This design comes from an exercise in tuning for small area on the open sky130 flow, not from production work. In this exercise RTL edits were held to simulation tests only and were not proved equivalent to the original. The clock port is modelled as an ideal driver; clocking choices that lean on that would not hold on a real chip. Power and IR drop assume default switching activity.

## the reference run
==> flow/design.v (excerpt) <==
module framestore_manager (
	input  logic        internal_ZBT_clock,
	input  logic        resetn,
	input  logic        address_reset,
	input  logic [11:0] image_horizontal,
	input  logic [1:0]  picture_type,
	input  logic        yuv_write_en,
	input  logic [7:0]  yuv_write_data,
	input  logic        picture_start,
	input  logic        frame_advance,
	input  logic        audio_sync_in,
	output logic        display_select,
	output logic        display_advance,
	output logic        audio_sync_out,
	input  logic [51:0] video_stream,
	input  logic [51:0] audio_stream,
	input  logic [19:0] fs_fwd,
	input  logic [19:0] fs_bwd,
	input  logic [31:0] bank0_read_data,
	input  logic [31:0] bank1_read_data,
	output logic [51:0] bank0,
	output logic [51:0] bank1,
	output logic        video_stream_access,
	output logic        audio_stream_access,
	output logic        framestore_busy,
	output logic [31:0] video_stream_read_data,
	output logic [31:0] audio_stream_read_data,
	output logic [31:0] fs_fwd_data,
	output logic [31:0] fs_bwd_data
);
	zbt_pkg::zbt_req_t          video_stream_req;
	zbt_pkg::zbt_req_t          audio_stream_req;
	zbt_pkg::fs_read_req_t      fs_fwd_req;
	zbt_pkg::fs_read_req_t      fs_bwd_req;
	zbt_pkg::zbt_req_t          bank0_req;
	zbt_pkg::zbt_req_t          bank1_req;
	picture_pkg::picture_type_t picture_kind;
	assign video_stream_req = video_stream;
	assign audio_stream_req = audio_stream;
	assign fs_fwd_req = fs_fwd;
	assign fs_bwd_req = fs_bwd;
	assign picture_kind = picture_pkg::picture_type_t'(picture_type);
	assign bank0 = bank0_req;
	assign bank1 = bank1_req;
	zbt_pkg::dec_write_t dec_write;
	logic                prediction_select;
	mb_write_addresser mb_write_addresser_i (
		.internal_ZBT_clock (internal_ZBT_clock),
		.resetn             (resetn),
  ...
clock: 7.0 ns
lec_check: 0
cap_margin: 0
core_margin: 2
core_utilization: 45
place_density: 0.75
slew_margin: 0
standard.sh (not shown) runs the stock make flow with config.mk's settings and CLKGATE_MAP_FILE= SYNTH_SCRIPT=/design/flow/synth_recipe.tcl, a recipe that flattens the netlist after the stock synthesis.
==> flow/flow/run.sh <==
#!/bin/bash
# Standard synthesis, then an area-oriented re-mapping of its
# combinational logic: every flip-flop, adder and tie cell of the
# standard synthesis is kept as it is, with its name; a few ABC scripts
# are tried and the smallest result that is proven equivalent to the
# standard netlist is used (else the standard netlist itself). Then the
# standard layout, with the port buffers made of the smallest buffer, a
# clock tree of small buffers without dummy loads (a buffer whose
# flip-flops see a slow clock edge made one size stronger), denser pins, and
# layout repairs limited to buffers up to buf_4.
set -euo pipefail
PORTBUF="BUFFER_PORTS_ARGS=-buffer_cell sky130_fd_sc_hd__buf_1"
CTS="CTS_ARGS=-sink_clustering_enable -repair_clock_nets -dont_use_dummy_load -buf_list {sky130_fd_sc_hd__clkbuf_4} -sink_clustering_size 20"
PINS="PLACE_PINS_ARGS=-min_distance 1 -min_distance_in_tracks"
# A clock tree buffer whose flip-flops see a slow clock edge is upsized
POSTCTS="POST_CTS_TCL=$(pwd)/flow/post_cts.tcl"
RES=orfs/results/${FLOW_PLATFORM}/framestore_manager/base
LIB=${FLOW_HOME}/platforms/${FLOW_PLATFORM}/lib/sky130_fd_sc_hd__tt_025C_1v80.lib
YOSYS=$(command -v yosys || echo ${FLOW_HOME}/../tools/install/yosys/bin/yosys)
KEEP="sky130_fd_sc_hd__df* sky130_fd_sc_hd__edf* sky130_fd_sc_hd__sdf* sky130_fd_sc_hd__sedf* sky130_fd_sc_hd__fa_* sky130_fd_sc_hd__ha_* sky130_fd_sc_hd__conb_*"
PLATFORM_DONT_USE=$(sed -n '/^export DONT_USE_CELLS/,/^#/p' ${FLOW_HOME}/platforms/${FLOW_PLATFORM}/config.mk \
	| grep -o 'sky130_fd_sc_hd__[a-z0-9_]*' | tr '\n' ' ')
BIGBUF="DONT_USE_CELLS=$PLATFORM_DONT_USE sky130_fd_sc_hd__buf_6 sky130_fd_sc_hd__buf_8 sky130_fd_sc_hd__buf_12 sky130_fd_sc_hd__buf_16 sky130_fd_sc_hd__bufbuf_8 sky130_fd_sc_hd__bufbuf_16 sky130_fd_sc_hd__bufinv_8 sky130_fd_sc_hd__bufinv_16"

bash standard.sh "$PORTBUF" synth > synth.log 2>&1

DONT_USE=$(echo $PLATFORM_DONT_USE | tr ' ' '\n' | sed 's/^/-dont_use /' | tr '\n' ' ')
cp $RES/1_2_yosys.v standard_synth.v

SCRIPTS=(
	"strash;dc2;if -K 6;mfs2 -W 4;strash;dc2;dch;amap;strash;dch;amap"
	"strash;dc2;if -K 6;mfs2 -W 4;strash;dc2;dch;amap"
	"strash;dc2;if -K 5;mfs2 -W 4;strash;dc2;dch;amap"
	"strash;dc2;if -K 6;mfs2 -W 4;if -K 6;mfs2 -W 4;strash;dc2;dch;amap"
	"strash;dc2;dch;amap"
)
: > remap_areas.txt
for i in "${!SCRIPTS[@]}"; do
	echo "${SCRIPTS[$i]}" | tr ';' '\n' > remap_$i.abc
	cat > remap_$i.ys <<EOY
read_liberty -ignore_miss_func $LIB
read_verilog standard_synth.v
hierarchy -top ${FLOW_TOP}
setattr -mod -set keep_hierarchy 1 $KEEP
flatten
opt -purge
abc -liberty $LIB $DONT_USE -script remap_$i.abc
opt_clean -purge
hilomap -singleton -hicell sky130_fd_sc_hd__conb_1 HI -locell sky130_fd_sc_hd__conb_1 LO
splitnets
opt_clean -purge
tee -o remap_${i}_stat.txt stat -liberty $LIB
select ${FLOW_TOP}
write_verilog -noattr -nohex -nodec -selected remapped_$i.v
EOY
	if $YOSYS remap_$i.ys > remap_$i.log 2>&1; then
		a=$(grep "Chip area for top module" remap_${i}_stat.txt | awk '{print $NF}')
		echo "$a $i" >> remap_areas.txt
	fi
done

used=none
for i in $(sort -n remap_areas.txt | awk '{print $2}'); do
	cat > equiv_$i.ys <<EOY
read_liberty -ignore_miss_func $LIB
read_verilog standard_synth.v
hierarchy -top ${FLOW_TOP}
flatten
rename ${FLOW_TOP} gold
design -stash gold
read_liberty -ignore_miss_func $LIB
read_verilog remapped_$i.v
hierarchy -top ${FLOW_TOP}
flatten
rename ${FLOW_TOP} gate
design -stash gate
design -copy-from gold gold
design -copy-from gate gate
async2sync
equiv_make gold gate equiv
hierarchy -top equiv
equiv_simple -undef
equiv_induct -undef
equiv_status -assert
EOY
	if $YOSYS equiv_$i.ys > equiv_$i.log 2>&1; then
		cp remapped_$i.v $RES/1_2_yosys.v
		used=$i
		break
	fi
done
echo "re-mapping used: $used" >> remap_areas.txt

bash standard.sh "$PORTBUF" "$CTS" "$PINS" "$BIGBUF" "$POSTCTS" finish > standard_flow.log 2>&1
Other scripts of this flow, unchanged in this note and not shown: flow/flow/post_cts.tcl
Relative to the reference run, the following input files were edited for the trial run:
# the reference run
export LEC_CHECK = 0
export CAP_MARGIN = 0
export CORE_MARGIN = 2
export CORE_UTILIZATION = 45
export PLACE_DENSITY = 0.75
export SLEW_MARGIN = 0
create_clock -name core_clock -period 7.0 [get_ports {internal_ZBT_clock}]
# the trial run
export LEC_CHECK = 0
export CAP_MARGIN = 20
export CORE_MARGIN = 2
export CORE_UTILIZATION = 45
export SLEW_MARGIN = 20
create_clock -name core_clock -period 7.0 [get_ports {internal_ZBT_clock}]
Notes after the runs:
- When the trial run is set beside the reference run, its setup slack turns out to be 0.018 ns smaller.
- The trial run vs. the reference run: power density over the cells went down by 3.6%.
- Power of the clock network across the trial run and the reference run: no real change.
- The trial run: PASS, flow complete, no timing, DRC or antenna violations
- Diff the reference run -> the trial run | final area | increase of 0.64%
- Against the reference run as the reference, the trial run delivers a higher clock period minus final worst setup slack.

-- static timing again, ports no longer ideal --
In the flow no input, the clock included, has a driving cell. The finished layouts below were timed again as built, in two steps. Step 1 (the two cells are an assumption about what drives the block):
set clk [get_ports {internal_ZBT_clock}]
set_driving_cell -lib_cell sky130_fd_sc_hd__clkbuf_16 $clk
set_driving_cell -lib_cell sky130_fd_sc_hd__buf_2 [delete_from_list [all_inputs] $clk]
Step 2 adds t to the input delays and takes it off the output delays; t is the mean of the earliest and latest rising clock arrival at the registers after step 1. Input paths then give back, and output paths get back, about the clock's delay inside the block. Three values: ideal ports, drivers, drivers and shift; two values: the first two.
run | t (ns) | setup slack, ns | worst setup path at the end | worst slew at a driven data input, ns
the reference run | 0.420 | 0.550 / 0.561 / 0.140 | input to register | 0.09
the trial run | 0.433 | 0.532 / 0.543 / 0.110 | input to register | 0.09
After both steps every run listed still meets setup and hold. The setup slack of the trial run, which loses most, moves by +0.011 ns with the drivers and by -0.422 ns with both steps.
